Context: an optimization exercise on an open-source flow, tuned for a short achievable clock period and few clock cycles per item. The choices shown serve that exercise and are no tape-out recipe. Only simulation tests tie the RTL to the original design; equivalence was not proved. No driver is modelled on the clock port, so clock power and skew are understated where the tree is cut down; a real chip needs a root buffer or a tree. Power and IR drop assume default switching activity.

## strategy_engine
module strategy_engine
(
  input  logic               clk,
  input  logic               reset_n,
  input  logic               cfg_wr,
  input  logic [SYM_W-1:0]   cfg_sym,
  input  logic [1:0]         cfg_field,
  input  logic [DATA_W-1:0]  cfg_wdata,
  input  logic               dec_valid,
  input  logic               dec_sop,
  input  logic [DATA_W-1:0]  dec_data,
  output logic               dec_ready,
  input  logic               order_ready,
  output logic               order_valid,
  output logic [OID_W-1:0]   order_id,
  output logic [SYM_W-1:0]   order_sym,
  output logic [PRICE_W-1:0] order_price,
  output logic [VOL_W-1:0]   order_qty
);
  localparam int SET_W = 1 + PRICE_W + 2*VOL_W;    
  localparam int ORD_W = SYM_W + PRICE_W + VOL_W;
  function automatic logic [7:0] cmp_nib(input logic [15:0] a, input logic [15:0] b);
    logic [15:0] g1, l1;
    logic [7:0]  g2, l2;
    g1 = a & ~b;
    l1 = ~a & b;
    for (int i = 0; i < 8; i++) begin
  ...
clock: 3.6 ns
lec_check: 0
abc_clock_period_in_ps: 1600
cap_margin: 20
core_margin: 2
core_utilization: 60
setup_slack_margin: 2.3
slew_margin: 20
tns_end_percent: 100
standard.sh (not shown) runs the stock make flow with config.mk's settings and CLKGATE_MAP_FILE= SYNTH_SCRIPT=/design/flow/synth_recipe.tcl, a recipe that flattens the netlist after the stock synthesis.
==> flow/flow/run.sh <==
#!/bin/bash
# The standard layout, with the clock tree built by flow/mycts.tcl (a
# balanced two-level tree: the clock port drives four root buffers, each
# root the leaf buffers of its quadrant, each leaf an equal share of the
# flip-flops) in place of TritonCTS. Everything else is ORFS's own flow.
set -uo pipefail
export PRE_CTS_TCL="$PWD/flow/mycts.tcl"
export MYCTS_NX=8
export MYCTS_NY=6
bash standard.sh > standard.log 2>&1
Other scripts of this flow, unchanged in this note and not shown: flow/flow/mycts.tcl
Testbench counts at the start, summed over its fixed seeds: cycles 6,336, messages 3,200.
Rerun with:
--- a/flow/design.v
+++ b/flow/design.v
@@ -205,53 +205,61 @@
       fwe     <= {3{pass}} & wr_nxt;
       wr_ptr  <= wr_nxt;
     end
     p_ord <= {hd_sym, hd_price, f_qty[0] ? vol1 : hd_qty};
   end
   logic [ORD_W-1:0]   fifo [3];
   logic [2:0]         rd_ptr;            
   logic [3:0]         fill;              
   logic [ORD_W-1:0]   head;
   logic               ov_n;              
   logic [OID_W-1:0]   nid;               
-  logic [OID_W-1:0]   nid_inc;
+  logic               nid_lo1;           
+  logic [7:0]         nid_lo_inc;
+  logic [7:0]         nid_hi_inc;
   logic               take, ld, fifo_ne, pop;
   assign take     = ~ov_n & order_ready;
   assign ld       = ov_n | order_ready;
   assign fifo_ne  = ~fill[0];
   assign pop      = ld & fifo_ne;
   always_comb begin
     head = '0;
     for (int i = 0; i < 3; i++) head = head | ({ORD_W{rd_ptr[i]}} & fifo[i]);
   end
   always_comb begin
-    for (int i = 0; i < OID_W; i++) nid_inc[i] = nid[i] ^ (&(nid | ~((16'd1 << i) - 16'd1)));
+    for (int i = 0; i < 8; i++) begin
+      nid_lo_inc[i] = nid[i]   ^ (&(nid[7:0]  | ~((8'd1 << i) - 8'd1)));
+      nid_hi_inc[i] = nid[8+i] ^ (&(nid[15:8] | ~((8'd1 << i) - 8'd1)));
+    end
   end
   always_ff @(posedge clk) begin
     if (!reset_n) begin
       order_valid <= 1'b0;
       ov_n        <= 1'b1;
       order_id    <= '0;
       nid         <= 16'd1;
+      nid_lo1     <= 1'b0;
       order_sym   <= '0;
       order_price <= '0;
       order_qty   <= '0;
       rd_ptr      <= 3'b001;
       fill        <= 4'b0001;
     end else begin
       order_valid <= ~ld | fifo_ne;
       ov_n        <= ld & ~fifo_ne;
       if (ld) {order_sym, order_price, order_qty} <= head;
       if (take) begin
         order_id <= nid;
-        nid      <= nid_inc;
+        nid[7:0] <= nid_lo_inc;
+        if (nid_lo1) nid[15:8] <= nid_hi_inc;
+        nid_lo1  <= (nid[7:0] == 8'hFE);
       end
       if (pop)  rd_ptr <= {rd_ptr[1:0], rd_ptr[2]};
       if (p_valid & ~pop)      fill <= {fill[2:0], 1'b0};
       else if (pop & ~p_valid) fill <= {1'b0, fill[3:1]};
     end
     for (int i = 0; i < 3; i++) if (fwe[i]) fifo[i] <= p_ord;
   end
   always_ff @(posedge clk) begin
     if (!reset_n) dec_ready_q <= 1'b1;
     else          dec_ready_q <= fill[0] | (fill[1] & ov_n);
   end
What happened: The changed run ran to the end with no violations; area after synthesis is about the same; core utilization fell by 1.9 points; flip-flop and latch count rose by 1; via count fell by 2.4%; die area is about the same; synthesized cell count fell by 1.3%; setup slack gets better by 0.029 ns; critical path depth does not change; power fell by 0.43%; combinational power fell by about 6%.
Testbench counts after the change, summed over its fixed seeds: cycles 6,336, messages 3,200.
In every run of this note, the design's own scripts or RTL, not TritonCTS, make the clock network.

-- static timing again, ports no longer ideal --
How much do the figures lean on ideal ports? The routed layouts below were timed once more, with nothing changed but the port constraints.
Step 1 (the two cells are an assumption about what drives the block):
set clk [get_ports {clk}]
set_driving_cell -lib_cell sky130_fd_sc_hd__clkbuf_16 $clk
set_driving_cell -lib_cell sky130_fd_sc_hd__buf_2 [delete_from_list [all_inputs] $clk]
Step 2, shift: input delay + t, output delay - t, t = (earliest + latest rising clock arrival at the registers) / 2. This alone moves slack from input paths to output paths.
Three values: no drivers, after step 1, after step 2; two values: the first two.
run	shift t [ns]	slack for setup (ns)	hold WS [ns]	worst setup path after step 2	slew at the worst register clock pin (ns)
the first run	0.608	1.922 / 1.776 / 1.523	0.330 / 0.330 / 0.330	input to register	0.11 / 0.11
the second run	0.605	1.951 / 1.800 / 1.609	0.333 / 0.333 / 0.333	input to register	0.11 / 0.11
After both steps every run listed still meets setup and hold. The setup slack of the first run, which loses most, moves by -0.146 ns with the drivers and by -0.399 ns with both steps.
